This design comes from an exercise in tuning for small area, a short achievable clock period and few clock cycles per item on the open sky130 flow, not from production work.
At most, simulation tests tie the RTL to the original design; equivalence was not proved.
Function not checked in runs 1 and 2: the RTL went through the layout flow alone.
Power figures rest on the tool's default switching activity, not on a simulated workload.

`flow/design.v`:
```
package fc_layer_pkg;
   localparam int DATA_W = 16;
   localparam int N_INPUTS = 8;
   localparam int N_LANES = 16;
   typedef logic signed [DATA_W-1:0] data_t;
   localparam data_t DATA_MAX = data_t'(2 ** (DATA_W - 1) - 1);
   localparam data_t DATA_MIN = data_t'(-(2 ** (DATA_W - 1)));
   typedef enum logic [2:0] {
      st_load,
      st_settle,
      st_compute,
      st_output,
      st_clear
   } seq_state_t;
endpackage
`timescale 1ns/1ps
module fc_weight_rom #(
   parameter int pos = 0
) (
   input  logic [3:0]         l,
   output logic [7:0]         w8,
   output logic signed [15:0] w15,
   output logic [14:0]        tp,
   output logic [14:0]        tn,
   output logic               wneg
);
   localparam [1023:0] T_W8 = {
      {16'h4317, 16'h3879, 16'h4db2, 16'h5dd9, 16'h336c, 16'h3ea5, 16'h46bf, 16'h6529},
      {16'h762a, 16'h25b6, 16'h065b, 16'h0f35, 16'h2ab6, 16'h3d49, 16'h0934, 16'h28a3},
      {16'h3dee, 16'h6fe6, 16'h187a, 16'h611e, 16'h7ebe, 16'h7b5a, 16'h1a00, 16'h604f},
      {16'h7658, 16'h389d, 16'h46a8, 16'h4a61, 16'h5fb3, 16'h3b97, 16'h08d0, 16'h7ce3},
      {16'h6329, 16'h5b88, 16'h29b1, 16'h2464, 16'h7eaf, 16'h24c6, 16'h31d9, 16'h7939},
      {16'h739e, 16'h5326, 16'h6ea1, 16'h1324, 16'h516d, 16'h2c3c, 16'h02fc, 16'h69d6},
      {16'h202c, 16'h7716, 16'h70ee, 16'h7be2, 16'h107d, 16'h2a10, 16'h2ce0, 16'h7c35},
      {16'h7107, 16'h0859, 16'h5827, 16'h1945, 16'h1ea1, 16'h13be, 16'h3a95, 16'h1341}
   };
   localparam [1919:0] T_TP = {
      {16'h0000, 16'h0000, 16'h0000, 16'h0010, 16'h0000, 16'h0481, 16'h7b7f, 16'h6100, 16'h15ca, 16'h7078, 16'h8ec7, 16'h6b8f, 16'h93f7, 16'h0ea5, 16'h6725},
      {16'h0000, 16'h0000, 16'h0000, 16'h0400, 16'h0802, 16'h2461, 16'h53fe, 16'h26c2, 16'h03ad, 16'h0d2d, 16'h0122, 16'h1555, 16'h837c, 16'ha641, 16'h8b20},
      {16'h0001, 16'h0003, 16'h0001, 16'h0003, 16'h0861, 16'h2d97, 16'h7a2d, 16'h334b, 16'h45ad, 16'h635b, 16'h0861, 16'h3dcf, 16'h1a61, 16'h9013, 16'h14e9},
      {16'h0000, 16'h0000, 16'h0000, 16'h0102, 16'h0008, 16'h3130, 16'h4ec7, 16'h5316, 16'h4e07, 16'h27e5, 16'h0c22, 16'h6d72, 16'h40f0, 16'h31b0, 16'he294},
      {16'h0000, 16'h0000, 16'h0000, 16'h0002, 16'h0544, 16'h421a, 16'h38f1, 16'h3477, 16'h6368, 16'h399a, 16'h7c44, 16'h2bba, 16'h1020, 16'h440e, 16'hc3e1},
      {16'h0000, 16'h0000, 16'h0000, 16'h0240, 16'h4000, 16'h1d47, 16'h7ffd, 16'h4444, 16'h2984, 16'h3ac5, 16'h5809, 16'h251a, 16'h0e38, 16'h1459, 16'h9809},
      {16'h0000, 16'h0000, 16'h0000, 16'h2001, 16'h2805, 16'h20c1, 16'h5f3e, 16'h0fb4, 16'h0428, 16'h645b, 16'h296d, 16'h35b1, 16'h92ca, 16'h92a0, 16'h4590},
      {16'h0000, 16'h0000, 16'h0001, 16'h0681, 16'h0400, 16'h0420, 16'h7ddf, 16'h167d, 16'h543a, 16'h15ae, 16'h5555, 16'h9e25, 16'h6cd2, 16'h0504, 16'h4409}
   };
   localparam [1919:0] T_TN = {
      {16'h0000, 16'h0000, 16'h0000, 16'h0010, 16'h0000, 16'h0481, 16'h7b7f, 16'h6100, 16'h15ca, 16'h7078, 16'h8ec7, 16'h6b87, 16'h03ad, 16'h967f, 16'h98da},
      {16'h0000, 16'h0000, 16'h0000, 16'h0400, 16'h0802, 16'h2461, 16'h13fe, 16'h66c2, 16'h432d, 16'h4dad, 16'h41a0, 16'h45d7, 16'hd3e2, 16'hd29e, 16'h34df},
      {16'h0001, 16'h0003, 16'h0001, 16'h0003, 16'h0861, 16'h2d97, 16'h7a2d, 16'h334b, 16'h45ad, 16'h235b, 16'h4861, 16'h5ccb, 16'h7165, 16'h7b05, 16'heb17},
      {16'h0000, 16'h0000, 16'h0000, 16'h0102, 16'h0000, 16'h3138, 16'h4ecf, 16'h531e, 16'h4e0f, 16'h27ec, 16'h0c2b, 16'h6179, 16'h4cbb, 16'h2cdb, 16'h1d63},
      {16'h0000, 16'h0000, 16'h0000, 16'h0002, 16'h0544, 16'h421a, 16'h38f1, 16'h3477, 16'h6368, 16'h399a, 16'h7c44, 16'h03aa, 16'h2830, 16'h7810, 16'h3c1e},
      {16'h0000, 16'h0000, 16'h0000, 16'h0240, 16'h4000, 16'h1d47, 16'h7ffd, 16'h4444, 16'h2984, 16'h3a41, 16'h188d, 16'h449c, 16'h6d9e, 16'h73af, 16'h67f6},
      {16'h0000, 16'h0000, 16'h0000, 16'h2001, 16'h2805, 16'h20c1, 16'h5f3e, 16'h0fb4, 16'h0428, 16'h645b, 16'h2169, 16'h1db4, 16'hba85, 16'h28cf, 16'hba6f},
      {16'h0000, 16'h0000, 16'h0001, 16'h0681, 16'h0400, 16'h0420, 16'h7ddf, 16'h167d, 16'h543a, 16'h15ae, 16'h5555, 16'h0c05, 16'hd620, 16'hbef2, 16'hbff6}
   };
   localparam [127:0] T_WNEG = {
      {16'h4317},
      {16'hf62a},
      {16'hbdee},
      {16'hf658},
      {16'he329},
      {16'h739e},
      {16'ha02c},
      {16'hf107}
   };
   localparam [127:0] T_W15 = {
      16'h0653, 16'hee49, 16'hc5bc, 16'hbe14, 16'h9e54, 16'h541c, 16'heda5, 16'hf175
   };
   always_comb begin
      for (int b = 0; b < 8; b++)  w8[b] = T_W8[(pos*8 + b)*16 + l];
      for (int b = 0; b < 15; b++) tp[b] = T_TP[(pos*15 + b)*16 + l];
      for (int b = 0; b < 15; b++) tn[b] = T_TN[(pos*15 + b)*16 + l];
      wneg = T_WNEG[pos*16 + l];
      w15  = T_W15[pos*16 +: 16];
   end
endmodule
`timescale 1ns/1ps
module fc_mac_lane #(
   parameter int pos = 0
) (
   input  logic [15:0] x,
   input  logic [3:0]  l,
   input  logic        is15,
   input  logic [7:0]  w8,
   output logic [16:0] u,
   output logic [16:0] v,
   output logic        ovf,
   output logic        pos_sat
);
   logic [7:0]         w8_unused;
   logic signed [15:0] w15;
   logic [14:0]        tp, tn, mag;
   logic               wneg;
   logic [15:0]        a;
   logic [7:0]         b;
   logic [3:0]         one, two, neg;
   logic [3:0][16:0]   row;
   logic t1, t2, t3, t4, t5, t6, t7, t8, t9, t10, t11, t12, t13, t14, t15, t16, t17, t18, t19, t20, t21, t22, t23, t24, t25, t26, t27, t28, t29, t30, t31, t32, t33, t34, t35, t36, t37, t38, t39, t40, t41, t42, t43, t44, t45, t46, t47, t48, t49, t50, t51, t52, t53, t54, t55, t56, t57, t58, t59, t60, t61, t62, t63, t64, t65, t66, t67, t68, t69, t70, t71, t72, t73, t74, t75, t76, t77, t78;
   fc_weight_rom #(.pos(pos)) u_rom (.l, .w8(w8_unused), .w15, .tp, .tn, .wneg);
   assign a = is15 ? w15 : x;
   assign b = is15 ? x[7:0] : w8;
   always_comb begin
      for (int r = 0; r < 4; r++) begin
         logic bl, bm, bh;
         bl = (r == 0) ? 1'b0 : b[2*r-1];
         bm = b[2*r];
         bh = b[2*r+1];
         one[r] = bm ^ bl;
         two[r] = (bh & ~bm & ~bl) | (~bh & bm & bl);
         neg[r] = bh & ~(bm & bl);
         for (int i = 0; i < 17; i++) begin
            logic ai, am;
            ai = (i == 16) ? a[15] : a[i];
            am = (i == 0) ? 1'b0 : a[i-1];
            row[r][i] = ((one[r] & ai) | (two[r] & am)) ^ neg[r];
         end
      end
   end
   assign t1 = row[0][6] ^ row[1][4];
   assign t2 = row[0][6] & row[1][4];
   assign t3 = row[0][7] ^ row[1][5];
   assign t4 = row[0][7] & row[1][5];
   assign t5 = row[0][8] ^ row[1][6];
   assign t6 = row[0][8] & row[1][6];
   assign t7 = row[0][9] ^ row[1][7];
   assign t8 = row[0][9] & row[1][7];
   assign t9 = row[0][10] ^ row[1][8];
   assign t10 = row[0][10] & row[1][8];
   assign t11 = row[0][11] ^ row[1][9];
   assign t12 = row[0][11] & row[1][9];
   assign t13 = row[0][12] ^ row[1][10];
   assign t14 = row[0][12] & row[1][10];
   assign t15 = row[0][13] ^ row[1][11];
   assign t16 = row[0][13] & row[1][11];
   assign t17 = row[0][14] ^ row[1][12];
   assign t18 = row[0][14] & row[1][12];
   assign t19 = row[0][15] ^ row[1][13];
   assign t20 = row[0][15] & row[1][13];
   assign t21 = row[0][16] ^ row[1][14];
   assign t22 = row[0][16] & row[1][14];
   assign t23 = row[0][4] ^ row[1][2];
   assign t24 = row[0][4] & row[1][2];
   assign t25 = row[0][5] ^ row[1][3];
   assign t26 = row[0][5] & row[1][3];
   assign t27 = t1 ^ row[2][2] ^ row[3][0];
   assign t28 = (t1 & row[2][2]) | (t1 & row[3][0]) | (row[2][2] & row[3][0]);
   assign t29 = t2 ^ t3 ^ row[2][3];
   assign t30 = (t2 & t3) | (t2 & row[2][3]) | (t3 & row[2][3]);
   assign t31 = t4 ^ t5 ^ row[2][4];
   assign t32 = (t4 & t5) | (t4 & row[2][4]) | (t5 & row[2][4]);
   assign t33 = t6 ^ t7 ^ row[2][5];
   assign t34 = (t6 & t7) | (t6 & row[2][5]) | (t7 & row[2][5]);
   assign t35 = t8 ^ t9 ^ row[2][6];
   assign t36 = (t8 & t9) | (t8 & row[2][6]) | (t9 & row[2][6]);
   assign t37 = t10 ^ t11 ^ row[2][7];
   assign t38 = (t10 & t11) | (t10 & row[2][7]) | (t11 & row[2][7]);
   assign t39 = t12 ^ t13 ^ row[2][8];
   assign t40 = (t12 & t13) | (t12 & row[2][8]) | (t13 & row[2][8]);
   assign t41 = t14 ^ t15 ^ row[2][9];
   assign t42 = (t14 & t15) | (t14 & row[2][9]) | (t15 & row[2][9]);
   assign t43 = t16 ^ t17 ^ row[2][10];
   assign t44 = (t16 & t17) | (t16 & row[2][10]) | (t17 & row[2][10]);
   assign t45 = t18 ^ t19 ^ row[2][11];
   assign t46 = (t18 & t19) | (t18 & row[2][11]) | (t19 & row[2][11]);
   assign t47 = t20 ^ t21 ^ row[2][12];
   assign t48 = (t20 & t21) | (t20 & row[2][12]) | (t21 & row[2][12]);
   assign t49 = row[0][2] ^ row[1][0];
   assign t50 = row[0][2] & row[1][0];
   assign t51 = row[0][3] ^ row[1][1];
   assign t52 = row[0][3] & row[1][1];
   assign t53 = t23 ^ row[2][0] ^ neg[2];
   assign t54 = (t23 & row[2][0]) | (t23 & neg[2]) | (row[2][0] & neg[2]);
   assign t55 = t24 ^ t25 ^ row[2][1];
   assign t56 = (t24 & t25) | (t24 & row[2][1]) | (t25 & row[2][1]);
   assign t57 = t26 ^ t27 ^ neg[3];
   assign t58 = (t26 & t27) | (t26 & neg[3]) | (t27 & neg[3]);
   assign t59 = t28 ^ t29 ^ row[3][1];
   assign t60 = (t28 & t29) | (t28 & row[3][1]) | (t29 & row[3][1]);
   assign t61 = t30 ^ t31 ^ row[3][2];
   assign t62 = (t30 & t31) | (t30 & row[3][2]) | (t31 & row[3][2]);
   assign t63 = t32 ^ t33 ^ row[3][3];
   assign t64 = (t32 & t33) | (t32 & row[3][3]) | (t33 & row[3][3]);
   assign t65 = t34 ^ t35 ^ row[3][4];
   assign t66 = (t34 & t35) | (t34 & row[3][4]) | (t35 & row[3][4]);
   assign t67 = t36 ^ t37 ^ row[3][5];
   assign t68 = (t36 & t37) | (t36 & row[3][5]) | (t37 & row[3][5]);
   assign t69 = t38 ^ t39 ^ row[3][6];
   assign t70 = (t38 & t39) | (t38 & row[3][6]) | (t39 & row[3][6]);
   assign t71 = t40 ^ t41 ^ row[3][7];
   assign t72 = (t40 & t41) | (t40 & row[3][7]) | (t41 & row[3][7]);
   assign t73 = t42 ^ t43 ^ row[3][8];
   assign t74 = (t42 & t43) | (t42 & row[3][8]) | (t43 & row[3][8]);
   assign t75 = t44 ^ t45 ^ row[3][9];
   assign t76 = (t44 & t45) | (t44 & row[3][9]) | (t45 & row[3][9]);
   assign t77 = t46 ^ t47 ^ row[3][10];
   assign t78 = (t46 & t47) | (t46 & row[3][10]) | (t47 & row[3][10]);
   assign u[0] = row[0][0];
   assign v[0] = neg[0];
   assign u[1] = row[0][1];
   assign v[1] = 1'b0;
   assign u[2] = t49;
   assign v[2] = neg[1];
   assign u[3] = t50;
   assign v[3] = t51;
   assign u[4] = t52;
   assign v[4] = t53;
   assign u[5] = t54;
   assign v[5] = t55;
   assign u[6] = t56;
   assign v[6] = t57;
   assign u[7] = t58;
   assign v[7] = t59;
   assign u[8] = t60;
   assign v[8] = t61;
   assign u[9] = t62;
   assign v[9] = t63;
   assign u[10] = t64;
   assign v[10] = t65;
   assign u[11] = t66;
   assign v[11] = t67;
   assign u[12] = t68;
   assign v[12] = t69;
   assign u[13] = t70;
   assign v[13] = t71;
   assign u[14] = t72;
   assign v[14] = t73;
   assign u[15] = t74;
   assign v[15] = t75;
   assign u[16] = t76;
   assign v[16] = t77;
   assign mag     = x[15] ? ~x[14:0] : x[14:0];
   assign ovf     = x[15] ? (mag > tn) : (mag > tp);
   assign pos_sat = x[15] ^ ~wneg;
endmodule
`timescale 1ns/1ps
module fc_output_stage #(
   parameter bit relu = 1'b0
) (
   input  logic [15:0] s,
   input  logic [16:0] u,
   input  logic [16:0] v,
   input  logic        ovf,
   input  logic        pos_sat,
   output logic [15:0] s_out
);
   logic [16:0] s17, c, d, tsum;
   logic [15:0] sat_sum, dec, sat_ovf, res;
   always_comb begin
      s17 = {s[15], s};
      d = s17 ^ u ^ v;
      c = {(s17[15:0] & u[15:0]) | (s17[15:0] & v[15:0]) | (u[15:0] & v[15:0]), 1'b0};
      tsum = c + d;
      if (tsum[16] == tsum[15]) sat_sum = tsum[15:0];
      else sat_sum = tsum[16] ? 16'h8000 : 16'h7fff;
      dec = s - 16'd1;
      if (pos_sat) sat_ovf = s[15] ? {~dec[15], dec[14:0]} : 16'h7fff;
      else         sat_ovf = s[15] ? 16'h8000 : {1'b1, s[14:0]};
      res = ovf ? sat_ovf : sat_sum;
      if (relu && res[15]) s_out = '0;
      else s_out = res;
   end
endmodule
`timescale 1ns/1ps
module fc_layer_top #(
   parameter int n_inputs = fc_layer_pkg::N_INPUTS,
   parameter int n_lanes  = fc_layer_pkg::N_LANES,
   parameter int data_w   = fc_layer_pkg::DATA_W,
   parameter bit relu_en  = 1'b1
) (
   input  logic                clk,
   input  logic                reset,
   input  logic                input_valid,
   output logic                input_ready,
   input  fc_layer_pkg::data_t input_data,
   output logic                output_valid,
   input  logic                output_ready,
   output fc_layer_pkg::data_t output_data
);
   logic [7:0][15:0] xs;         
   logic [7:0]       slot_par;   
   logic [7:0]       free;       
   logic [7:0]       rd15;       
   logic [7:0]       writable;
   logic [2:0]       wcnt;       
   logic             wpar;       
   logic             h_valid;    
   logic [15:0]      h_data;
   logic             wr_go;
   logic [15:0]      wr_data;
   logic [3:0]       l_inj;      
   logic             p_inj;      
   logic [7:0]       w8_inj;     
   logic             is15_inj;   
   logic             fire_inj;
   logic [7:0]       bv;
   logic [7:0][3:0]  btag;
   logic [7:0]       bpar;
   logic [7:0]       bis15;
   logic [7:0][7:0]  bw8;        
   logic [7:0][16:0] bu, bvv;    
   logic [7:0]       bovf, bpsat;
   logic [7:0][15:0] bs;         
   logic [7:0]       wt;         
   logic [7:0]       blk;        
   logic [7:0]       fire;
   logic [7:0][16:0] pu, pv;     
   logic [7:0]       povf, ppsat;
   logic [7:0][7:0]  w8_next;    
   logic [7:0][15:0] s_new;      
   logic             kv;         
   logic [15:0]      kd;
   logic             ov;
   logic [15:0]      od;
   logic             o_free;
   assign input_ready = ~h_valid;
   always_comb begin
      for (int j = 0; j < 7; j++) wt[j] = bv[j] & (bpar[j] ^ slot_par[j+1]);
      wt[7] = 1'b0;
      blk[7] = kv;
      for (int j = 6; j >= 0; j--) blk[j] = blk[j+1] | wt[j+1];
      for (int j = 0; j < 8; j++) fire[j] = bv[j] & ~wt[j] & ~blk[j];
      fire_inj = ~(slot_par[0] ^ p_inj) & ~(blk[0] | wt[0]);
      rd15[0] = fire_inj & (l_inj == 4'd15);
      for (int k = 1; k < 8; k++) rd15[k] = fire[k-1] & (btag[k-1] == 4'd15);
      writable = free | rd15;
      wr_data = h_valid ? h_data : input_data;
      wr_go   = (h_valid | input_valid) & writable[wcnt];
   end
   logic [7:0]       w8_rst;
   fc_weight_rom #(.pos(0)) u_w0 (.l(l_inj + 4'd1), .w8(w8_next[0]), .w15(), .tp(), .tn(), .wneg());
   fc_weight_rom #(.pos(0)) u_wr (.l(4'd0), .w8(w8_rst), .w15(), .tp(), .tn(), .wneg());
   fc_weight_rom #(.pos(1)) u_w1 (.l(l_inj), .w8(w8_next[1]), .w15(), .tp(), .tn(), .wneg());
   for (genvar j = 2; j < 8; j++) begin : g_w
      fc_weight_rom #(.pos(j)) u_w (.l(btag[j-2]), .w8(w8_next[j]), .w15(), .tp(), .tn(), .wneg());
   end
   fc_mac_lane #(.pos(0)) u_mul0 (
      .x(xs[0]), .l(l_inj), .is15(is15_inj), .w8(w8_inj),
      .u(pu[0]), .v(pv[0]), .ovf(povf[0]), .pos_sat(ppsat[0])
   );
   for (genvar j = 1; j < 8; j++) begin : g_mul
      fc_mac_lane #(.pos(j)) u_mul (
         .x(xs[j]), .l(btag[j-1]), .is15(bis15[j-1]), .w8(bw8[j-1]),
         .u(pu[j]), .v(pv[j]), .ovf(povf[j]), .pos_sat(ppsat[j])
      );
   end
   for (genvar j = 0; j < 8; j++) begin : g_acc
      fc_output_stage #(.relu(j == 7 && relu_en)) u_acc (
         .s(j == 0 ? 16'd0 : bs[j]), .u(bu[j]), .v(bvv[j]), .ovf(bovf[j]), .pos_sat(bpsat[j]),
         .s_out(s_new[j])
      );
   end
   assign o_free = ~ov | output_ready;
   always_ff @(posedge clk) begin
      if (reset) begin
         wcnt     <= '0;
         wpar     <= 1'b0;
         h_valid  <= 1'b0;
         slot_par <= '1;
         free     <= '1;
         l_inj    <= '0;
         p_inj    <= 1'b0;
         w8_inj   <= w8_rst;
         is15_inj <= 1'b0;
         bv       <= '0;
         ov       <= 1'b0;
         kv       <= 1'b0;
      end else begin
         if (wr_go) begin
            slot_par[wcnt] <= wpar;
            wcnt <= wcnt + 1'b1;
            if (wcnt == 3'd7) wpar <= ~wpar;
         end
         h_valid <= h_valid ? ~writable[wcnt] : (input_valid & ~writable[wcnt]);
         for (int k = 0; k < 8; k++) begin
            if (wr_go && wcnt == 3'(k)) free[k] <= 1'b0;
            else if (rd15[k]) free[k] <= 1'b1;
         end
         if (fire_inj) begin
            l_inj    <= l_inj + 1'b1;
            w8_inj   <= w8_next[0];
            is15_inj <= (l_inj == 4'd14);
            if (l_inj == 4'd15) p_inj <= ~p_inj;
         end
         bv[0] <= fire_inj | (bv[0] & ~fire[0]);
         for (int j = 1; j < 8; j++) bv[j] <= fire[j-1] | (bv[j] & ~fire[j]);
         if (o_free) begin
            ov <= kv | fire[7];
            kv <= 1'b0;
         end else begin
            kv <= kv | fire[7];
         end
      end
   end
   always_ff @(posedge clk) begin
      if (~h_valid) h_data <= input_data;
      for (int k = 0; k < 8; k++) begin
         if (wr_go && wcnt == 3'(k)) xs[k] <= wr_data;
      end
      if (fire_inj) begin
         btag[0]  <= l_inj;
         bpar[0]  <= p_inj;
         bis15[0] <= is15_inj;
         bw8[0]   <= w8_next[1];
         bu[0]    <= pu[0];
         bvv[0]   <= pv[0];
         bovf[0]  <= povf[0];
         bpsat[0] <= ppsat[0];
      end
      for (int j = 1; j < 8; j++) begin
         if (fire[j-1]) begin
            btag[j]  <= btag[j-1];
            bpar[j]  <= bpar[j-1];
            bis15[j] <= bis15[j-1];
            bw8[j]   <= (j < 7) ? w8_next[(j+1) % 8] : 8'd0;
            bu[j]    <= pu[j];
            bvv[j]   <= pv[j];
            bovf[j]  <= povf[j];
            bpsat[j] <= ppsat[j];
            bs[j]    <= s_new[j-1];
         end
      end
      if (o_free) begin
         if (kv | fire[7]) od <= kv ? kd : s_new[7];
      end else if (fire[7] & ~kv) begin
         kd <= s_new[7];
      end
   end
   assign output_valid = ov;
   assign output_data  = od;
endmodule
```
`flow/flow/run.sh`:
```
#!/bin/bash
set -euo pipefail
export SETUP_SLACK_MARGIN=8
bash standard.sh > standard_flow.log 2>&1
```
`flow/standard.sh`:
```
#!/bin/bash
# synth_recipe.tcl (not shown) runs the flow's synth.tcl, then flattens the netlist and writes it again
# the make line also repeats each setting of config.mk as NAME=value (left out here)
make -C /OpenROAD-flow-scripts/flow DESIGN_CONFIG=/design/flow/config.mk WORK_HOME=/design/flow/orfs CLKGATE_MAP_FILE= SYNTH_SCRIPT=/design/flow/synth_recipe.tcl "${@:-finish}"
```
`flow/config.mk`:
```
export PLATFORM = sky130hd
export DESIGN_NAME = fc_layer_top
export DESIGN_NICKNAME = fc_layer_top
export VERILOG_FILES = /design/flow/design.v
export SDC_FILE = /design/flow/constraint.sdc
export NUM_CORES = 4
export LEC_CHECK = 0
export ABC_CLOCK_PERIOD_IN_PS = 4000
export CAP_MARGIN = 20
export CORE_MARGIN = 2
export CORE_UTILIZATION = 40
export PLACE_DENSITY = 0.6
export SLEW_MARGIN = 20
```
`flow/constraint.sdc`:
```
create_clock -name core_clock -period 12.0 [get_ports {clk}]
set_input_delay 2.4000 -clock core_clock [delete_from_list [all_inputs] [get_ports {clk}]]
set_output_delay 2.4000 -clock core_clock [all_outputs]
set_load 0.01 [all_outputs]
```
==> results.env, run 1 <==
RUN_STATUS='finished clean'
CTSLONGESTPATHBUFFERS=3
VIAS_IN_THE_FIRST_GLOBAL_ROUTE=47100
FINAL.SETUP.TNS_NS=0
PRE_CTS_SLACK_NS=6.96
DIE-WIDTH_UM=402
POWER_CONSUMPTION_mW=12.4
DRCVIOLATIONCOUNT=0
POWER.COMBINATIONAL.FRACTION=0.493
POSTCTSHOLDBUFS=0
SYNTH.YOSYS.WARNINGS=19
INTERNAL_POWER_mW=7.47
POWER.SHARE.CLOCK=0.210
START_UTIL=0.402
TIMING.CRITICAL_PATH.REQUIRED_NS=12.41
FINALNONFILLERCELLS=8849
DRTANTENNAVIOLNETS=0
GR-USAGE-MET2=0.332
WL_MM=171
GRT_USAGE=0.205
IO_BUFFER_COUNT=36
ROWS=146
CTS_MADE_BUFFERS=85
FFS_W_ASYNC_S_R_SYNTH=0
YS.FLOP_TYPE='edfxtp_1'
RR_STARTPOINT='bs[39]'
PLACED_AREA_MM2=0.0655
FINAL_SETUP_VIOLATING_ENDPOINTS=0
FINALCRITPERIODSHARE=0.325
GRT-OVFL-TOTAL=0
BOUNDARY_PINS=38
CLKTRANSATPATHREGS_NS=0.06
WORST_STAGE_DELAY_ON_THE_CRITICAL_PATH_NS=0.53
ANTENNA_FOUND_INITIAL=8
POST_DRT_WL_PER_CELL_UM=19.3
SYNTHESIS.NETS=7553
GLOBAL_ROUTE.PEAK_USAGE_LAYER='met2'
DRIVE_ABOVE_1_SHARE=0.0959
WORSTPATHARRIVAL_NS=4.32
CTS_TREE='done'
SYNTHESIS.AREA_PER_INSTANCE_UM2=9.40
MET3_GLOBAL_ROUTE_USAGE=0.0251
NETS=7504
FINAL.HOLD.WORST_SLACK_NS=0.482
NETLIST-CELL-TYPE-COUNT=91
PWR-SHARE-SEQ=0.297
AREA.GROWTH.SYNTH_TO_FINAL_PCT=11.5
HOLD_PATH.CLASS='reg -> reg'
CLK_ROOT_BUFFER_CELL='clkbuf_16'
DRT-PASS1-ITER-COUNT=6
SYNTHESIS.AREA_MM2=0.0635
PIN_COUNT_OF_THE_BIGGEST_NET_ENTERING_GLOBAL_ROUTING=68
CRIT_CHAIN='fa_1 > ha_1 > a2111oi_4 > a21boi_4 > nor3_4 > o311a_1 > or4_4 > buf_4 > a31oi_4 > o21ai_0 > a22o_1'
SYNTH_TOP_CELLS_BY_COUNT='edfxtp_1 (648), inv_1 (545), ha_1 (500), nand2_1 (478), nor2_1 (451)'
DESIGN_AREA_MM2=0.0708
WORST_CLOCK_SKEW_NS=0.0580
CRITICAL_PATH_CLASS='reg -> reg'
HOLD_START='bv[0]'
PLACED_CELLS_INCL_TAPS=8513
YS_SEQ_ELEMENTS=709
NUMBER_OF_CLOCK_SINKS_SEEN_BY_CTS=709
SYNTH-EDFF-COUNT=648
WORST_SETUP_PATH_END_KIND='register'
CORE_REGION_AREA_MM2=0.158
FIRST_PASS_GRT_WIRE_LENGTH_MM=267
TIMING.MAX_SLEW.REL_SLACK=0.307
SEQ_AREA_FRAC_SYNTH=0.326
CAP_VIOL_MAX_COUNT=0
CRITICAL_PATH.STARTPOINT_TYPE='register'
R2R_SETUP_SLACK_NS=8.10
PATH_DELAY_FAMILY='compound AO/OA/AOI/OAI gates'
RSZ0062_AT_GRT='true'
CTSHTREEMAXLEVEL=3
SYNTHMOSTINSTANTIATEDCELL='edfxtp_1'
CELLPOWERDENSITY_mW_PER_MM2=175
MAXIMUM_VDD_DROP_mV=0.254
SYNTH.TOP_CELLS.BY_AREA='edfxtp_1 (31%), ha_1 (9.9%), fa_1 (8.8%)'
DIE_OUTLINE_AREA_MM2=0.162
ROUTE.VIAS.TOTAL=49700
SYN_INST=6753
INSERTION_DELAY_NS=0.71
FP.DIEH_UM=402
FRACTION_OF_POST_SYNTHESIS_CELL_AREA_IN_THE_TOP_CELL_TYPE_BY_AREA=0.307
SW_FRAC_OF_TOTAL=0.398
GP_CONGESTION=0.889
FMAXACHIEVABLE_MHz=256
CRITICAL_PATH.STARTPOINT='bs[39]'
UTILIZATION=0.448
CRITICAL_PATH_BUF_INV_COUNT=1
HOLD_VIOLATIONS=0
GROUTE.LAYER.MET1.USAGE=0.287
DRTITER0DRC=4290
AVGVIACOUNTPERCELL=5.61
DPL.HPWL_MM=124
TIGHTESTPINTRANSITION_NS=1.04
NETSWITCHINGPOWER_mW=4.94
CRITICAL_PATH.SLOWEST_CELL='or4_4'
CRITICAL_PATH_PEAK_FANOUT=4
PERIOD_MINUS_SLACK_NS=3.90
SETUP_SLACK_OF_THE_CRITICAL_PATH_AFTER_LAYOUT_NS=8.10
STATIC-LEAKAGE-POWER_nW=27.6
DRV_SLEW=0
YOSYSTOPAREACELL='edfxtp_1'
[worst min-delay path: stages, from the launching register on]
cell	delay, ns
dfxtp_1	0.32
nand2_1	0.06
a21oi_1	0.06
[layout by cell type (no fill, tap or decap), types with 47 or more instances in the layout]
cell | synthesis | final
edfxtp_1 | 648 | 648
inv_1 | 545 | 533
ha_1 | 500 | 485
nand2_1 | 478 | 475
nor2_1 | 451 | 441
o21ai_0 | 449 | 433
xnor2_1 | 422 | 421
a21oi_1 | 392 | 387
xor2_1 | 309 | 308
fa_1 | 280 | 278
buf_4 | 2 | 213
a22oi_1 | 182 | 182
nor3_1 | 137 | 132
nor2b_1 | 120 | 119
nand3_1 | 94 | 94
a31oi_1 | 95 | 92
clkbuf_16 | 0 | 91
mux2i_1 | 105 | 89
o21a_1 | 88 | 87
a211oi_1 | 74 | 71
a21o_1 | 71 | 71
nand2b_1 | 68 | 66
mux2_2 | 61 | 61
dfxtp_1 | 61 | 59
a221oi_1 | 58 | 53
o211ai_1 | 47 | 47
[power by group through the flow]
stage | registers (mW) | logic (mW) | clock network, mW
floorplan | 3.53 | 4.41 | 0
global placement | 3.73 | 5.74 | 0
detailed placement | 3.74 | 5.82 | 0
CTS | 3.69 | 6.03 | 2.68
global route | 3.71 | 6.99 | 2.78
finish | 3.68 | 6.12 | 2.61
[layer usage]
metal / share of wire / vias to the layer above
met2: 0.47 / 1472
met4: 0.026 / 4
met5: 0.00016 / -
met3: 0.054 / 245
met1: 0.45 / 24100
li1: - / 23900
[registers in the layout, summed over array words and instances, names as in the netlist, 3 cells and up, named ones only]
| signal | flops |
|---|---|
| bu | 136 |
| bvv | 128 |
| xs | 128 |
| bs | 112 |
| g_mul.u_mul.w8 | 56 |
| g_mul.u_mul.l | 28 |
| h_data | 16 |
| kd | 15 |
| od | 15 |
| bovf | 8 |
| bpsat | 8 |
| free | 8 |
| slot_par | 8 |
| w8_inj | 8 |
| bpar | 7 |
| bv | 7 |
| g_mul.u_mul.is15 | 7 |
| l_inj | 4 |
| wcnt | 3 |
[final cells by class]
cell class | count | area, um2
diodes | 1 | 2.50
clock buffers | 103 | 2260
clock inverters | 56 | 568
fillers | 14900 | 87200
inverters | 566 | 2160
multi-input cells | 5058 | 39900
flip-flops and latches | 709 | 20700
well taps | 2072 | 2590
repair buffers | 284 | 2590
[kinds of logic (layout without fill, tap and decap cells)]
family / after synthesis / count (layout) / synth area share
buffers and inverters: 987 / 1009 / 0.0587
DFF: 709 / 709 / 0.326
muxes: 172 / 172 / 0.0295
and+or+nand+nor: 1617 / 1618 / 0.120
AOI/OAI and AO/OA: 1733 / 1733 / 0.174
adders and majority gates: 803 / 803 / 0.190
xor gates and xnor gates: 731 / 731 / 0.101
other: 1 / 2 / 0.0000591
[repair_timing]
action / CTS / global route
setup buffers: 40 / 122
endpoints found under the setup margin: 425 / 283
gates resized for setup: 135 / 102
cloned: 6 / 7
pin swaps: 12 / 24
[final timing paths]
check             endpoint  depth (start not counted)
hold reg to reg      bv[0]                          2
setup reg to reg    bs[62]                         11
hold / removal       bv[0]                          2
setup / recovery    bs[62]                         11
==> run 2, diff against run 1 <==
==> flow/run.sh (new file) <==
#!/bin/bash
# synth_recipe.tcl (not shown) runs the flow's synth.tcl, then flattens the netlist and writes it again
# the make line also repeats each setting of config.mk as NAME=value (left out here)
make -C /OpenROAD-flow-scripts/flow DESIGN_CONFIG=/design/flow/config.mk WORK_HOME=/design/flow/orfs CLKGATE_MAP_FILE= SYNTH_SCRIPT=/design/flow/synth_recipe.tcl finish
--- a/flow/config.mk
+++ b/flow/config.mk
@@ -5,9 +5,10 @@
 export SDC_FILE = /design/flow/constraint.sdc
 export NUM_CORES = 4
 export LEC_CHECK = 0
-export ABC_CLOCK_PERIOD_IN_PS = 4000
+export ABC_CLOCK_PERIOD_IN_PS = 5000
 export CAP_MARGIN = 20
 export CORE_MARGIN = 2
 export CORE_UTILIZATION = 40
 export PLACE_DENSITY = 0.6
+export SETUP_SLACK_MARGIN = 5
 export SLEW_MARGIN = 20
removed: flow/flow/run.sh
removed: flow/standard.sh
==> results.env, run 2 <==
RUN_STATUS='finished clean'
DIE_OUTLINE_AREA_MM2=0.162
DRCVIOLATIONCOUNT=0
PRE_CTS_SLACK_NS=6.85
SEQUENTIAL_CELL_AREA_MM2=0.0207
MOST-COMMON-LAYOUT-CELLS='edfxtp_1 (648), inv_1 (539), ha_1 (500), nand2_1 (478), nor2_1 (450)'
FMAXACHIEVABLE_MHz=194
LARGEST_REG_FLOPS=136
PIN_COUNT_OF_THE_BIGGEST_NET_ENTERING_GLOBAL_ROUTING=68
SYNTHESIS.NETS=7553
YOSYSTOPAREACELL='edfxtp_1'
NETS=7330
CORE_REGION_AREA_MM2=0.158
PWR-SHARE-SEQ=0.306
CTSHTREEMAXLEVEL=3
MULTI_INPUT_AREA_MM2=0.0391
DIE-WIDTH_UM=402
CTS_MADE_BUFFERS=83
TIGHTESTPINTRANSITION_NS=1.12
HOLD_VIOLATIONS=0
LAYOUT_COMMONEST_CELL='edfxtp_1'
PERIOD_MINUS_SLACK_NS=5.14
CRITICAL_PATH_PEAK_FANOUT=48
LARGEST_REGISTER='bu'
START_UTIL=0.402
PLACED_AREA_MM2=0.0654
STATIC-LEAKAGE-POWER_nW=26.5
YS_SEQ_ELEMENTS=709
RSZ0062_AT_GRT='false'
FIRST_PASS_GRT_WIRE_LENGTH_MM=263
DESIGN_AREA_MM2=0.0682
NETSWITCHINGPOWER_mW=4.81
ANTENNA_FOUND_INITIAL=10
GRT-OVFL-TOTAL=0
POSTCTSRESIZEDCELLS=0
POWER.COMBINATIONAL.FRACTION=0.483
FINAL_SETUP_VIOLATING_ENDPOINTS=0
HOLD_PATH.CLASS='reg -> reg'
CRITICAL_PATH_CLASS='reg -> reg'
CELLPOWERDENSITY_mW_PER_MM2=178
SEQ_AREA_FRAC_SYNTH=0.326
CTS_SETUP_BUFFERS=0
NUM-FILL-CELLS=15100
ROWS=146
CLK_ROOT_BUFFER_CELL='clkbuf_16'
SYNTH.TOP_CELLS.BY_AREA='edfxtp_1 (31%), ha_1 (9.9%), fa_1 (8.8%)'
DRV_SLEW=0
CRITICAL_PATH.STARTPOINT_TYPE='register'
GRT_USAGE=0.203
SYNTH-EDFF-COUNT=648
SYNTHESIS.AREA_PER_INSTANCE_UM2=9.40
FFS_W_ASYNC_S_R_SYNTH=0
ROUTE.VIAS.TOTAL=48700
SETUP_SLACK_OF_THE_CRITICAL_PATH_AFTER_LAYOUT_NS=6.86
WORST_CLOCK_SKEW_NS=0.0290
SYNTH.YOSYS.WARNINGS=19
FP.DIEH_UM=402
DPL.HPWL_MM=124
HOLD_START='bpar[2]'
TIMING.MAX_SLEW.REL_SLACK=0.251
YS.FLOP_TYPE='edfxtp_1'
FINAL.SETUP.TNS_NS=0
POSTCTSHOLDBUFS=0
BOUNDARY_PINS=38
POST_DRT_WL_PER_CELL_UM=19.3
WORST_HOLD_PATH.NUM_CELLS=0
UTILIZATION=0.432
LARGESTREGISTERS='bu (136), bvv (128), xs (128)'
SW_FRAC_OF_TOTAL=0.396
SYN_INST=6753
WORST_SETUP_PATH_END_KIND='register'
POWER_CONSUMPTION_mW=12.1
INTERNAL_POWER_mW=7.33
DRIVE_ABOVE_1_SHARE=0.0521
SYNTHMOSTINSTANTIATEDCELL='edfxtp_1'
INSERTION_DELAY_NS=0.70
RR_STARTPOINT='g_mul[5].u_mul.is15'
NETLIST-CELL-TYPE-COUNT=91
WL_MM=168
FRACTION_OF_POST_SYNTHESIS_CELL_AREA_IN_THE_TOP_CELL_TYPE_BY_AREA=0.307
GP_CONGESTION=0.882
WORSTPATHARRIVAL_NS=5.56
WORSTHOLDENDPOINT='bpar[3]'
TIMING.CRITICAL_PATH.REQUIRED_NS=12.42
CAP_VIOL_MAX_COUNT=0
AREA.GROWTH.SYNTH_TO_FINAL_PCT=7.45
CTSLONGESTPATHBUFFERS=3
POWER.SHARE.CLOCK=0.211
CTS_TREE='done'
MAXIMUM_VDD_DROP_mV=0.264
DRTITER0DRC=4538
FINALCRITPERIODSHARE=0.429
CLKTRANSATPATHREGS_NS=0.06
SYNTHESIS.AREA_MM2=0.0635
DRT-PASS1-ITER-COUNT=6
CRIT-REG2REG-CAPTURE='bvv[101]'
R2R_SETUP_SLACK_NS=6.86
DRTANTENNAVIOLNETS=0
WORST-R2R-CELL-COUNT=17
IO_BUFFER_COUNT=36
VIAS_IN_THE_FIRST_GLOBAL_ROUTE=46100
NUMBER_OF_CLOCK_SINKS_SEEN_BY_CTS=709
AVGVIACOUNTPERCELL=5.61
SYNTH_TOP_CELLS_BY_COUNT='edfxtp_1 (648), inv_1 (545), ha_1 (500), nand2_1 (478), nor2_1 (451)'
## run 2: cell count changes in the layout (fill, tap and decap cells not counted), moves of 11 or more
cell / delta
clkinvlp_4: -11
ha_1: +15
buf_12: -14
dlygate4sd2_1: -17
o21ai_0: +14
mux2i_1: +15
buf_4: -137
clkdlybuf4s50_1: +17
## run 2: worst max-delay path: stages (launching register included)
cell      delay (ns)
edfxtp_1        0.32
buf_4           0.39
mux2i_1         0.90
inv_1           0.23
or3_1           0.40
o21ai_1         0.53
a22oi_1         0.16
nor2_1          0.18
xor2_1          0.09
ha_1            0.28
inv_1           0.05
fa_1            0.40
xor2_1          0.21
xnor2_1         0.16
xnor2_1         0.16
xnor2_1         0.15
xnor2_1         0.15
xnor2_1         0.09
## run 2: power by group through the flow
stage	combinational [mW]	sequential [mW]	clock, mW
3_5_place_dp	5.83	3.75	0
6_report	5.87	3.71	2.56
5_1_grt	6.70	3.74	2.72
3_3_place_gp	5.78	3.75	0
4_1_cts	5.93	3.71	2.63
2_1_floorplan	4.41	3.53	0
## run 2: worst max-delay path by stage
stage / from / endpoint / slack [ns] / cells after the start
global route: g_mul[5].u_mul.is15 / bvv[101] / 6.40 / 17
global placement: input_valid / xs[38] / 6.90 / 5
detailed placement: input_valid / xs[38] / 6.85 / 5
CTS: g_mul[5].u_mul.is15 / bvv[101] / 6.92 / 17
floorplan: bpar[6] / xs[16] / 5.51 / 8
finish: g_mul[5].u_mul.is15 / bvv[101] / 6.86 / 17
## run 2: per-layer routing
metal,wire length [um],GRT usage,vias up,share of wire
li1,-,-,23500,-
met1,77800,0.290,23600,0.46
met2,77400,0.324,1281,0.46
met3,8410,0.0220,219,0.050
met4,3920,0.0585,6,0.023
met5,37,0,-,0.00022
## run 2: kinds of logic (layout without fill, tap and decap cells)
group | count (synthesis) | in the layout | synth area share
flops | 709 | 709 | 0.326
mux | 172 | 172 | 0.0295
fa+ha+maj | 803 | 803 | 0.190
compound gates | 1733 | 1733 | 0.174
simple gates | 1617 | 1617 | 0.120
buf+inv | 987 | 831 | 0.0587
xor+xnor | 731 | 731 | 0.101
other cells | 1 | 6 | 0.0000591
## run 2: stage by stage
step                      instances  hold WS [ns]
after detailed placement       8516         0.472
after CTS                      8668         0.482
after global routing           8669         0.498
after floorplan                6753         0.406
final                          8674         0.479
after global placement         8515         0.465
## run 2: layout make-up
class	instances	area share
Clock inverter	49	0.00732
Multi-Input combinational cell	5057	0.573
Inverter	566	0.0311
Clock buffer	103	0.0328
Tap cell	2072	0.0380
Timing Repair Buffer	113	0.0140
Sequential cell	709	0.303
Antenna cell	5	0.000183
==> run 3, diff against run 2 <==
--- a/flow/design.v
+++ b/flow/design.v
@@ -84,14 +84,13 @@
    input  logic        is15,
    input  logic [7:0]  w8,
    output logic [16:0] u,
-   output logic [16:0] v,
-   output logic        ovf,
-   output logic        pos_sat
+   output logic [16:0] v
 );
    logic [7:0]         w8_unused;
    logic signed [15:0] w15;
    logic [14:0]        tp, tn, mag;
-   logic               wneg;
+   logic               wneg, ovf, pos_sat;
+   logic [16:0]        tu, tv;
    logic [15:0]        a;
    logic [7:0]         b;
    logic [3:0]         one, two, neg;
@@ -195,43 +194,45 @@
    assign t76 = (t44 & t45) | (t44 & row[3][9]) | (t45 & row[3][9]);
    assign t77 = t46 ^ t47 ^ row[3][10];
    assign t78 = (t46 & t47) | (t46 & row[3][10]) | (t47 & row[3][10]);
-   assign u[0] = row[0][0];
-   assign v[0] = neg[0];
-   assign u[1] = row[0][1];
-   assign v[1] = 1'b0;
-   assign u[2] = t49;
-   assign v[2] = neg[1];
-   assign u[3] = t50;
-   assign v[3] = t51;
-   assign u[4] = t52;
-   assign v[4] = t53;
-   assign u[5] = t54;
-   assign v[5] = t55;
-   assign u[6] = t56;
-   assign v[6] = t57;
-   assign u[7] = t58;
-   assign v[7] = t59;
-   assign u[8] = t60;
-   assign v[8] = t61;
-   assign u[9] = t62;
-   assign v[9] = t63;
-   assign u[10] = t64;
-   assign v[10] = t65;
-   assign u[11] = t66;
-   assign v[11] = t67;
-   assign u[12] = t68;
-   assign v[12] = t69;
-   assign u[13] = t70;
-   assign v[13] = t71;
-   assign u[14] = t72;
-   assign v[14] = t73;
-   assign u[15] = t74;
-   assign v[15] = t75;
-   assign u[16] = t76;
-   assign v[16] = t77;
+   assign tu[0] = row[0][0];
+   assign tv[0] = neg[0];
+   assign tu[1] = row[0][1];
+   assign tv[1] = 1'b0;
+   assign tu[2] = t49;
+   assign tv[2] = neg[1];
+   assign tu[3] = t50;
+   assign tv[3] = t51;
+   assign tu[4] = t52;
+   assign tv[4] = t53;
+   assign tu[5] = t54;
+   assign tv[5] = t55;
+   assign tu[6] = t56;
+   assign tv[6] = t57;
+   assign tu[7] = t58;
+   assign tv[7] = t59;
+   assign tu[8] = t60;
+   assign tv[8] = t61;
+   assign tu[9] = t62;
+   assign tv[9] = t63;
+   assign tu[10] = t64;
+   assign tv[10] = t65;
+   assign tu[11] = t66;
+   assign tv[11] = t67;
+   assign tu[12] = t68;
+   assign tv[12] = t69;
+   assign tu[13] = t70;
+   assign tv[13] = t71;
+   assign tu[14] = t72;
+   assign tv[14] = t73;
+   assign tu[15] = t74;
+   assign tv[15] = t75;
+   assign tu[16] = t76;
+   assign tv[16] = t77;
    assign mag     = x[15] ? ~x[14:0] : x[14:0];
    assign ovf     = x[15] ? (mag > tn) : (mag > tp);
    assign pos_sat = x[15] ^ ~wneg;
+   assign u = ovf ? (pos_sat ? 17'h07fff : 17'h18000) : tu;
+   assign v = ovf ? 17'h00000 : tv;
 endmodule
 `timescale 1ns/1ps
 module fc_output_stage #(
@@ -240,23 +241,17 @@
    input  logic [15:0] s,
    input  logic [16:0] u,
    input  logic [16:0] v,
-   input  logic        ovf,
-   input  logic        pos_sat,
    output logic [15:0] s_out
 );
    logic [16:0] s17, c, d, tsum;
-   logic [15:0] sat_sum, dec, sat_ovf, res;
+   logic [15:0] res;
    always_comb begin
       s17 = {s[15], s};
       d = s17 ^ u ^ v;
       c = {(s17[15:0] & u[15:0]) | (s17[15:0] & v[15:0]) | (u[15:0] & v[15:0]), 1'b0};
       tsum = c + d;
-      if (tsum[16] == tsum[15]) sat_sum = tsum[15:0];
-      else sat_sum = tsum[16] ? 16'h8000 : 16'h7fff;
-      dec = s - 16'd1;
-      if (pos_sat) sat_ovf = s[15] ? {~dec[15], dec[14:0]} : 16'h7fff;
-      else         sat_ovf = s[15] ? 16'h8000 : {1'b1, s[14:0]};
-      res = ovf ? sat_ovf : sat_sum;
+      if (tsum[16] == tsum[15]) res = tsum[15:0];
+      else res = tsum[16] ? 16'h8000 : 16'h7fff;
       if (relu && res[15]) s_out = '0;
       else s_out = res;
    end
@@ -299,13 +294,11 @@
    logic [7:0]       bis15;
    logic [7:0][7:0]  bw8;        
    logic [7:0][16:0] bu, bvv;    
-   logic [7:0]       bovf, bpsat;
    logic [7:0][15:0] bs;         
    logic [7:0]       wt;         
    logic [7:0]       blk;        
    logic [7:0]       fire;
    logic [7:0][16:0] pu, pv;     
-   logic [7:0]       povf, ppsat;
    logic [7:0][7:0]  w8_next;    
    logic [7:0][15:0] s_new;      
    logic             kv;         
@@ -336,17 +329,17 @@
    end
    fc_mac_lane #(.pos(0)) u_mul0 (
       .x(xs[0]), .l(l_inj), .is15(is15_inj), .w8(w8_inj),
-      .u(pu[0]), .v(pv[0]), .ovf(povf[0]), .pos_sat(ppsat[0])
+      .u(pu[0]), .v(pv[0])
    );
    for (genvar j = 1; j < 8; j++) begin : g_mul
       fc_mac_lane #(.pos(j)) u_mul (
          .x(xs[j]), .l(btag[j-1]), .is15(bis15[j-1]), .w8(bw8[j-1]),
-         .u(pu[j]), .v(pv[j]), .ovf(povf[j]), .pos_sat(ppsat[j])
+         .u(pu[j]), .v(pv[j])
       );
    end
    for (genvar j = 0; j < 8; j++) begin : g_acc
       fc_output_stage #(.relu(j == 7 && relu_en)) u_acc (
-         .s(j == 0 ? 16'd0 : bs[j]), .u(bu[j]), .v(bvv[j]), .ovf(bovf[j]), .pos_sat(bpsat[j]),
+         .s(j == 0 ? 16'd0 : bs[j]), .u(bu[j]), .v(bvv[j]),
          .s_out(s_new[j])
       );
    end
@@ -404,8 +397,6 @@
          bw8[0]   <= w8_next[1];
          bu[0]    <= pu[0];
          bvv[0]   <= pv[0];
-         bovf[0]  <= povf[0];
-         bpsat[0] <= ppsat[0];
       end
       for (int j = 1; j < 8; j++) begin
          if (fire[j-1]) begin
@@ -415,8 +406,6 @@
             bw8[j]   <= (j < 7) ? w8_next[(j+1) % 8] : 8'd0;
             bu[j]    <= pu[j];
             bvv[j]   <= pv[j];
-            bovf[j]  <= povf[j];
-            bpsat[j] <= ppsat[j];
             bs[j]    <= s_new[j-1];
          end
       end
==> flow/flow/run.sh (new file) <==
#!/bin/bash
set -euo pipefail
export SETUP_SLACK_MARGIN=8
bash standard.sh > standard_flow.log 2>&1
==> flow/standard.sh (new file) <==
#!/bin/bash
# synth_recipe.tcl (not shown) runs the flow's synth.tcl, then flattens the netlist and writes it again
# the make line also repeats each setting of config.mk as NAME=value (left out here)
make -C /OpenROAD-flow-scripts/flow DESIGN_CONFIG=/design/flow/config.mk WORK_HOME=/design/flow/orfs CLKGATE_MAP_FILE= SYNTH_SCRIPT=/design/flow/synth_recipe.tcl "${@:-finish}"
--- a/flow/config.mk
+++ b/flow/config.mk
@@ -5,10 +5,9 @@
 export SDC_FILE = /design/flow/constraint.sdc
 export NUM_CORES = 4
 export LEC_CHECK = 0
-export ABC_CLOCK_PERIOD_IN_PS = 5000
+export ABC_CLOCK_PERIOD_IN_PS = 4000
 export CAP_MARGIN = 20
 export CORE_MARGIN = 2
 export CORE_UTILIZATION = 40
 export PLACE_DENSITY = 0.6
-export SETUP_SLACK_MARGIN = 5
 export SLEW_MARGIN = 20
removed: flow/run.sh
==> results.env, run 3 <==
HOLD_VIOLATIONS=0
POST_DRT_WL_PER_CELL_UM=19.2
MOST-COMMON-LAYOUT-CELLS='edfxtp_1 (632), inv_1 (576), ha_1 (474), nor2_1 (423), o21ai_0 (406)'
SW_FRAC_OF_TOTAL=0.406
FMAXACHIEVABLE_MHz=256
POWER_CONSUMPTION_mW=12.3
DIE-WIDTH_UM=394
CTSHTREEMAXLEVEL=3
DRTANTENNAVIOLNETS=0
LARGEST_REG_FLOPS=136
ROWS=143
DPL.HPWL_MM=115
SYNTH.TOP_CELLS.BY_AREA='edfxtp_1 (31%), ha_1 (10%), fa_1 (9.2%)'
CTSLONGESTPATHBUFFERS=3
LARGEST_REGISTER='bu'
INSERTION_DELAY_NS=0.70
FINAL.SETUP.TNS_NS=0
TIGHTESTPINTRANSITION_NS=1.04
WORSTPATHARRIVAL_NS=4.31
LARGESTREGISTERS='bu (136), bvv (128), xs (128)'
SYNTHMOSTINSTANTIATEDCELL='edfxtp_1'
CRITICAL_PATH_BUF_INV_COUNT=4
CAP_VIOL_MAX_COUNT=0
POWER.COMBINATIONAL.FRACTION=0.512
SYN_INST=6359
INTERNAL_POWER_mW=7.32
DRV_SLEW=0
WORST_STAGE_DELAY_ON_THE_CRITICAL_PATH_NS=0.63
PATH_DELAY_FAMILY='compound AO/OA/AOI/OAI gates'
NETLIST-CELL-TYPE-COUNT=92
CORE_REGION_AREA_MM2=0.152
FINAL_SETUP_VIOLATING_ENDPOINTS=0
DRIVE_ABOVE_1_SHARE=0.114
VIAS_IN_THE_FIRST_GLOBAL_ROUTE=44100
DIE_OUTLINE_AREA_MM2=0.155
PIN_COUNT_OF_THE_BIGGEST_NET_ENTERING_GLOBAL_ROUTING=65
PRE_CTS_SLACK_NS=6.79
CTS_MADE_BUFFERS=82
YS.FLOP_TYPE='edfxtp_1'
UTILIZATION=0.454
SYNTH_TOP_CELLS_BY_COUNT='edfxtp_1 (632), inv_1 (589), ha_1 (495), nor2_1 (434), o21ai_0 (416)'
SYNTH.YOSYS.WARNINGS=19
YOSYSTOPAREACELL='edfxtp_1'
IO_BUFFER_COUNT=36
FINALCRITPERIODSHARE=0.325
ROUTE.VIAS.TOTAL=46400
SETUP_SLACK_OF_THE_CRITICAL_PATH_AFTER_LAYOUT_NS=8.10
SEQ_AREA_FRAC_SYNTH=0.332
DRTITER0DRC=3942
CRIT_CHAIN='buf_4 > inv_6 > ha_2 > inv_1 > nand2_1 > a21oi_2 > a31oi_2 > ha_1 > nor2b_1 > o21a_1 > o21a_1 > o211ai_1 > a21oi_1 > or4b_2 > a41o_4 > buf_12 > mux2_2'
RSZ0062_AT_GRT='true'
ANTENNA_FOUND_INITIAL=6
SYNTH-EDFF-COUNT=632
YS_SEQ_ELEMENTS=693
WORST_HOLD_PATH.NUM_CELLS=0
FRACTION_OF_POST_SYNTHESIS_CELL_AREA_IN_THE_TOP_CELL_TYPE_BY_AREA=0.312
STATIC-LEAKAGE-POWER_nW=27.5
TIMING.MAX_SLEW.REL_SLACK=0.307
R2R_SETUP_SLACK_NS=8.10
POWER.SHARE.CLOCK=0.217
MAXIMUM_VDD_DROP_mV=0.242
DRT-PASS1-ITER-COUNT=6
FFS_W_ASYNC_S_R_SYNTH=0
CRIT-REG2REG-CAPTURE='bu[83]'
AREA.GROWTH.SYNTH_TO_FINAL_PCT=13.0
BOUNDARY_PINS=38
SYNTHESIS.AREA_PER_INSTANCE_UM2=9.57
CLK_ROOT_BUFFER_CELL='clkbuf_16'
PWR-SHARE-SEQ=0.271
CLKTRANSATPATHREGS_NS=0.06
HOLD_PATH.CLASS='reg -> reg'
POSTCTSHOLDBUFS=0
CELLPOWERDENSITY_mW_PER_MM2=179
PERIOD_MINUS_SLACK_NS=3.90
CRITICAL_PATH_PEAK_FANOUT=17
WORST_CLOCK_SKEW_NS=0.0381
SYNTHESIS.NETS=7154
WORSTHOLDENDPOINT='bpar[2]'
DRCVIOLATIONCOUNT=0
RUN_STATUS='finished clean'
NUMBER_OF_CLOCK_SINKS_SEEN_BY_CTS=693
FIRST_PASS_GRT_WIRE_LENGTH_MM=252
CRITICAL_PATH.SLOWEST_CELL='or4b_2'
TIMING.CRITICAL_PATH.REQUIRED_NS=12.41
LAYOUT_COMMONEST_CELL='edfxtp_1'
NETS=7163
HOLD_START='bpar[1]'
WL_MM=162
AVGVIACOUNTPERCELL=5.48
NETSWITCHINGPOWER_mW=5.01
CRITICAL_PATH.STARTPOINT_TYPE='register'
CRITICAL_PATH_CLASS='reg -> reg'
FP.DIEH_UM=394
CTS_TREE='done'
SYNTHESIS.AREA_MM2=0.0609
GRT-OVFL-TOTAL=0
GRT_USAGE=0.202
START_UTIL=0.402
GP_CONGESTION=0.913
FINAL.HOLD.WORST_SLACK_NS=0.485
RR_STARTPOINT='g_mul[4].u_mul.l[0]'
CRITPATHMOSTFREQUENTCELL='o21a_1'
WORST-R2R-CELL-COUNT=17
WORST_SETUP_PATH_END_KIND='register'
## run 3: cell count changes after synthesis, sizes merged, moves of 30 or more
cell | before | now
o21a | 88 | 118
xnor2 | 422 | 341
nand2 | 478 | 369
a31oi | 95 | 59
clkbuf | 372 | 326
inv | 548 | 591
nor3 | 137 | 86
nor2b | 120 | 156
mux2 | 61 | 96
o21ai | 455 | 421
## run 3: worst max-delay path by stage
stage,slack [ns],cells past startpoint,from,endpoint
6_report,8.10,17,g_mul[4].u_mul.l[0],bu[83]
3_3_place_gp,6.79,19,g_mul[3].u_mul.is15,bvv[67]
3_5_place_dp,6.79,19,g_mul[3].u_mul.is15,bvv[67]
4_1_cts,7.81,19,g_mul[3].u_mul.is15,bvv[67]
5_1_grt,7.87,19,g_mul[3].u_mul.is15,bvv[67]
2_1_floorplan,8.00,17,g_mul[2].u_mul.is15,bvv[50]
## run 3: final cells by class
class	instances	area [um2]
multi-input combinational	4679	37900
inverter	599	2290
fill	14300	82700
antenna	2	5.00
timing repair buffer	313	3000
tap	2030	2540
clock buffer	97	2170
clock inverter	56	694
sequential	693	20200
## run 3: per-stage QoR
step	instance area, um2	std cells
after floorplan	61000	6359
after global placement	62900	8106
after detailed placement	62900	8106
after CTS	66800	8304
after global routing	68800	8467
final	68800	8469
## run 3: cell families after synthesis
family	Yosys count	share of synthesized area
compound gates	1601	0.168
buf+inv	991	0.0618
fa+ha+maj	781	0.195
mux	222	0.0391
xor+xnor	628	0.0904
other cells	1	0.0000616
flops	693	0.332
simple gates	1442	0.114
## run 3: layer usage
layer  vias to the layer above  wire length (um)  track usage
li1                      22400                 -            -
met1                     22400             73600        0.286
met2                      1372             74900        0.324
met3                       241              9370       0.0228
met4                         0              4330       0.0600
met5                         -                 0            0
## run 3: power groups by stage
stage          clock [mW]  combinational [mW]  sequential [mW]
4_1_cts              2.75                6.12             3.34
3_5_place_dp            0                5.90             3.39
5_1_grt              2.83                7.18             3.37
3_3_place_gp            0                5.89             3.39
2_1_floorplan           0                4.47             3.21
6_report             2.68                6.31             3.34
## run 3: repair_timing
action	in CTS	in global routing
resized for setup	140	135
setup endpoints to repair	424	414
pin swaps	9	46
cloned	12	11
hold endpoints to repair	0	0
buffers inserted	33	152
Testbench counts of run 3, summed over its fixed seeds: cycles 3,160, items 192.
==> run 4, diff against run 3 <==
==> flow/flow/run.sh (replaced) <==
#!/bin/bash
set -euo pipefail
export SETUP_SLACK_MARGIN=8.6
bash standard.sh > standard_flow.log 2>&1
==> results.env, run 4 <==
RUN_STATUS='finished clean'
SYNTH.TOP_CELLS.BY_AREA='edfxtp_1 (31%), ha_1 (10%), fa_1 (9.2%)'
PIN_COUNT_OF_THE_BIGGEST_NET_ENTERING_GLOBAL_ROUTING=65
INTERNAL_POWER_mW=8.32
WORST_CLOCK_SKEW_NS=0.0694
POWER.COMBINATIONAL.FRACTION=0.568
SYNTH-EDFF-COUNT=632
NETS=7573
NUMBER_OF_CLOCK_SINKS_SEEN_BY_CTS=693
CRITICAL_PATH.SLOWEST_CELL='fa_1'
CLKTRANSATPATHREGS_NS=0.06
CRITICAL_PATH.STARTPOINT_TYPE='register'
CORE_REGION_AREA_MM2=0.152
SW_FRAC_OF_TOTAL=0.403
WORST_SETUP_PATH_END_KIND='register'
SEQ_AREA_FRAC_SYNTH=0.332
POWER_CONSUMPTION_mW=14.0
START_UTIL=0.402
FP.DIEH_UM=394
POST_DRT_WL_PER_CELL_UM=20.0
HOLD_PATH.CLASS='reg -> reg'
CRIT_CHAIN='buf_6 > buf_16 > mux2i_4 > or3_4 > o21ai_4 > o21a_4 > buf_4 > buf_6 > a221oi_4 > xnor2_1 > ha_2 > inv_2 > fa_1 > inv_2 > fa_2 > inv_2 > nor2_2'
NETSWITCHINGPOWER_mW=5.63
FINAL.SETUP.TNS_NS=0
SYNTHESIS.NETS=7154
CAP_VIOL_MAX_COUNT=0
NUM-FILL-CELLS=13400
MULTI_INPUT_AREA_MM2=0.0419
WORSTPATHARRIVAL_NS=4.39
RSZ0062_AT_GRT='true'
GRT-OVFL-TOTAL=0
AVGVIACOUNTPERCELL=5.53
FIRST_PASS_GRT_WIRE_LENGTH_MM=272
WL_MM=178
DRCVIOLATIONCOUNT=0
CTS_TREE='done'
AREA.GROWTH.SYNTH_TO_FINAL_PCT=26.7
ROWS=143
TIMING.CRITICAL_PATH.REQUIRED_NS=12.55
SYNTHESIS.AREA_MM2=0.0609
MAXIMUM_VDD_DROP_mV=0.264
CRITICAL_PATH_CLASS='reg -> reg'
FINALCRITPERIODSHARE=0.320
GP_CONGESTION=0.881
SYN_INST=6359
SYNTHMOSTINSTANTIATEDCELL='edfxtp_1'
DRT-PASS1-ITER-COUNT=6
FINAL_SETUP_VIOLATING_ENDPOINTS=0
NETLIST-CELL-TYPE-COUNT=92
ANTENNA_FOUND_INITIAL=8
YS_SEQ_ELEMENTS=693
DIE_OUTLINE_AREA_MM2=0.155
YS.FLOP_TYPE='edfxtp_1'
FFS_W_ASYNC_S_R_SYNTH=0
YOSYSTOPAREACELL='edfxtp_1'
GRT_USAGE=0.218
DRTANTENNAVIOLNETS=0
CTSHTREEMAXLEVEL=3
DRIVE_ABOVE_1_SHARE=0.289
MOST-COMMON-LAYOUT-CELLS='edfxtp_1 (632), buf_4 (454), nor2_1 (382), ha_1 (377), inv_1 (359)'
CELLPOWERDENSITY_mW_PER_MM2=181
PWR-SHARE-SEQ=0.239
DPL.HPWL_MM=113
SYNTHESIS.AREA_PER_INSTANCE_UM2=9.57
CRITPATHMOSTFREQUENTCELL='inv_2'
LAYOUT_COMMONEST_CELL='edfxtp_1'
BOUNDARY_PINS=38
CTS_MADE_BUFFERS=83
LARGEST_REG_FLOPS=136
INSERTION_DELAY_NS=0.71
LARGESTREGISTERS='bu (136), bvv (128), xs (128)'
CLK_ROOT_BUFFER_CELL='clkbuf_16'
SYNTH_TOP_CELLS_BY_COUNT='edfxtp_1 (632), inv_1 (589), ha_1 (495), nor2_1 (434), o21ai_0 (416)'
FRACTION_OF_POST_SYNTHESIS_CELL_AREA_IN_THE_TOP_CELL_TYPE_BY_AREA=0.312
ROUTE.VIAS.TOTAL=49100
LARGEST_REGISTER='bu'
CRITICAL_PATH_PEAK_FANOUT=5
DRV_SLEW=0
VIAS_IN_THE_FIRST_GLOBAL_ROUTE=48300
DIE-WIDTH_UM=394
HOLD_VIOLATIONS=0
PERIOD_MINUS_SLACK_NS=3.84
STATIC-LEAKAGE-POWER_nW=30.3
TIGHTESTPINTRANSITION_NS=0.968
POWER.SHARE.CLOCK=0.192
WORST_STAGE_DELAY_ON_THE_CRITICAL_PATH_NS=0.54
SEQUENTIAL_CELL_AREA_MM2=0.0202
FMAXACHIEVABLE_MHz=260
TIMING.MAX_SLEW.REL_SLACK=0.352
SYNTH.YOSYS.WARNINGS=19
CTSLONGESTPATHBUFFERS=3
IO_BUFFER_COUNT=36
DRTITER0DRC=4105
## run 4: cell counts after synthesis
Identical to the previous run, type by type.
## run 4: final cells by class
type	instances	share of cell area
multi-input combinational	4691	0.543
tap	2030	0.0329
antenna	6	0.000195
clock buffer	104	0.0294
sequential	693	0.262
clock inverter	48	0.00801
timing repair buffer	710	0.0938
inverter	599	0.0303
## run 4: cell families (layout without fill, tap and decap cells)
family / Yosys count / count (layout) / share of synthesized area
compound gates: 1601 / 1606 / 0.168
xor+xnor: 628 / 628 / 0.0904
fa+ha+maj: 781 / 781 / 0.195
buf+inv: 991 / 1461 / 0.0618
flops: 693 / 693 / 0.332
mux: 222 / 224 / 0.0391
other cells: 1 / 7 / 0.0000616
simple gates: 1442 / 1451 / 0.114
## run 4: path summary, 6_finish.rpt
kind	from	to	slack, ns	cells after the start
worst max-delay path	g_mul[4].u_mul.is15	bvv[80]	8.16	17
worst min-delay path	bpar[0]	bpar[1]	0.47	0
worst max register to register	g_mul[4].u_mul.is15	bvv[80]	8.16	17
worst min register to register	bpar[0]	bpar[1]	0.47	0
## run 4: power groups by stage
| stage | Combinational (mW) | Sequential [mW] | Clock, mW |
|---|---|---|---|
| finish | 7.93 | 3.34 | 2.68 |
| global route | 8.82 | 3.36 | 2.82 |
| CTS | 7.14 | 3.33 | 2.74 |
| detailed placement | 5.86 | 3.40 | 0 |
| global placement | 5.85 | 3.39 | 0 |
| floorplan | 4.56 | 3.21 | 0 |
## run 4: worst max-delay path: cells and delay by family, from the launching register on
family / cells / cell delay [ns]
fa+ha+maj: 3 / 1.41
buf+inv: 7 / 0.65
compound gates: 3 / 0.47
flops: 1 / 0.45
simple gates: 2 / 0.29
mux: 1 / 0.27
xor+xnor: 1 / 0.13
## run 4: routing by layer
layer	share of wire	GRT usage
met1	0.43	0.294
met2	0.48	0.360
met3	0.061	0.0277
met4	0.035	0.0750
met5	0.00017	0
## run 4: metrics by stage
step / utilization / area, um2 / instances / hold slack [ns] / setup slack (ns)
2_1_floorplan: - / 62100 / 6359 / 0.406 / 8.27
3_3_place_gp: 0.419 / 63500 / 8094 / 0.446 / 7.10
3_5_place_dp: 0.419 / 63500 / 8094 / 0.451 / 7.08
4_1_cts: 0.484 / 73400 / 8686 / 0.467 / 8.26
5_1_grt: 0.509 / 77100 / 8875 / 0.474 / 7.99
6_report: 0.509 / 77100 / 8881 / 0.469 / 8.16
## run 4: timing repair
action / 4_1_cts / 5_1_grt
setup endpoints to repair: 611 / 511
gates resized for setup: 853 / 595
cloned: 42 / 11
pin swaps: 311 / 372
hold buffers: 0 / 0
setup buffers: 398 / 178

==> separate check: timing with driven ports <==
Ports are ideal in the flow. The routed layouts listed here were re-timed in OpenROAD.
Step 1: set_driving_cell puts a clkbuf_16 on clk and a buf_2 on each other input, an assumption about the parent block.
Step 2 times the ports against the registers' clock, not the clock port: input delays grow and output delays shrink by t, the midpoint of the rising clock arrivals with the driver on.
a / b / c = no drivers / after step 1 / after step 2; a / b = the first two.
run	shift t [ns]	slack for setup (ns)	hold WS [ns]
run 1	0.769	8.096 / 8.018 / 7.510	0.482 / 0.482 / 0.482
run 2	0.760	6.857 / 6.857 / 6.718	0.479 / 0.479 / 0.479
run 3	0.750	8.099 / 8.097 / 7.705	0.485 / 0.485 / 0.485
run 4	0.752	8.160 / 8.160 / 7.998	0.469 / 0.469 / 0.469
After both steps every run listed still meets setup and hold. For run 1, which loses most, drivers alone change the setup slack by -0.078 ns; drivers and shift together by -0.586 ns.
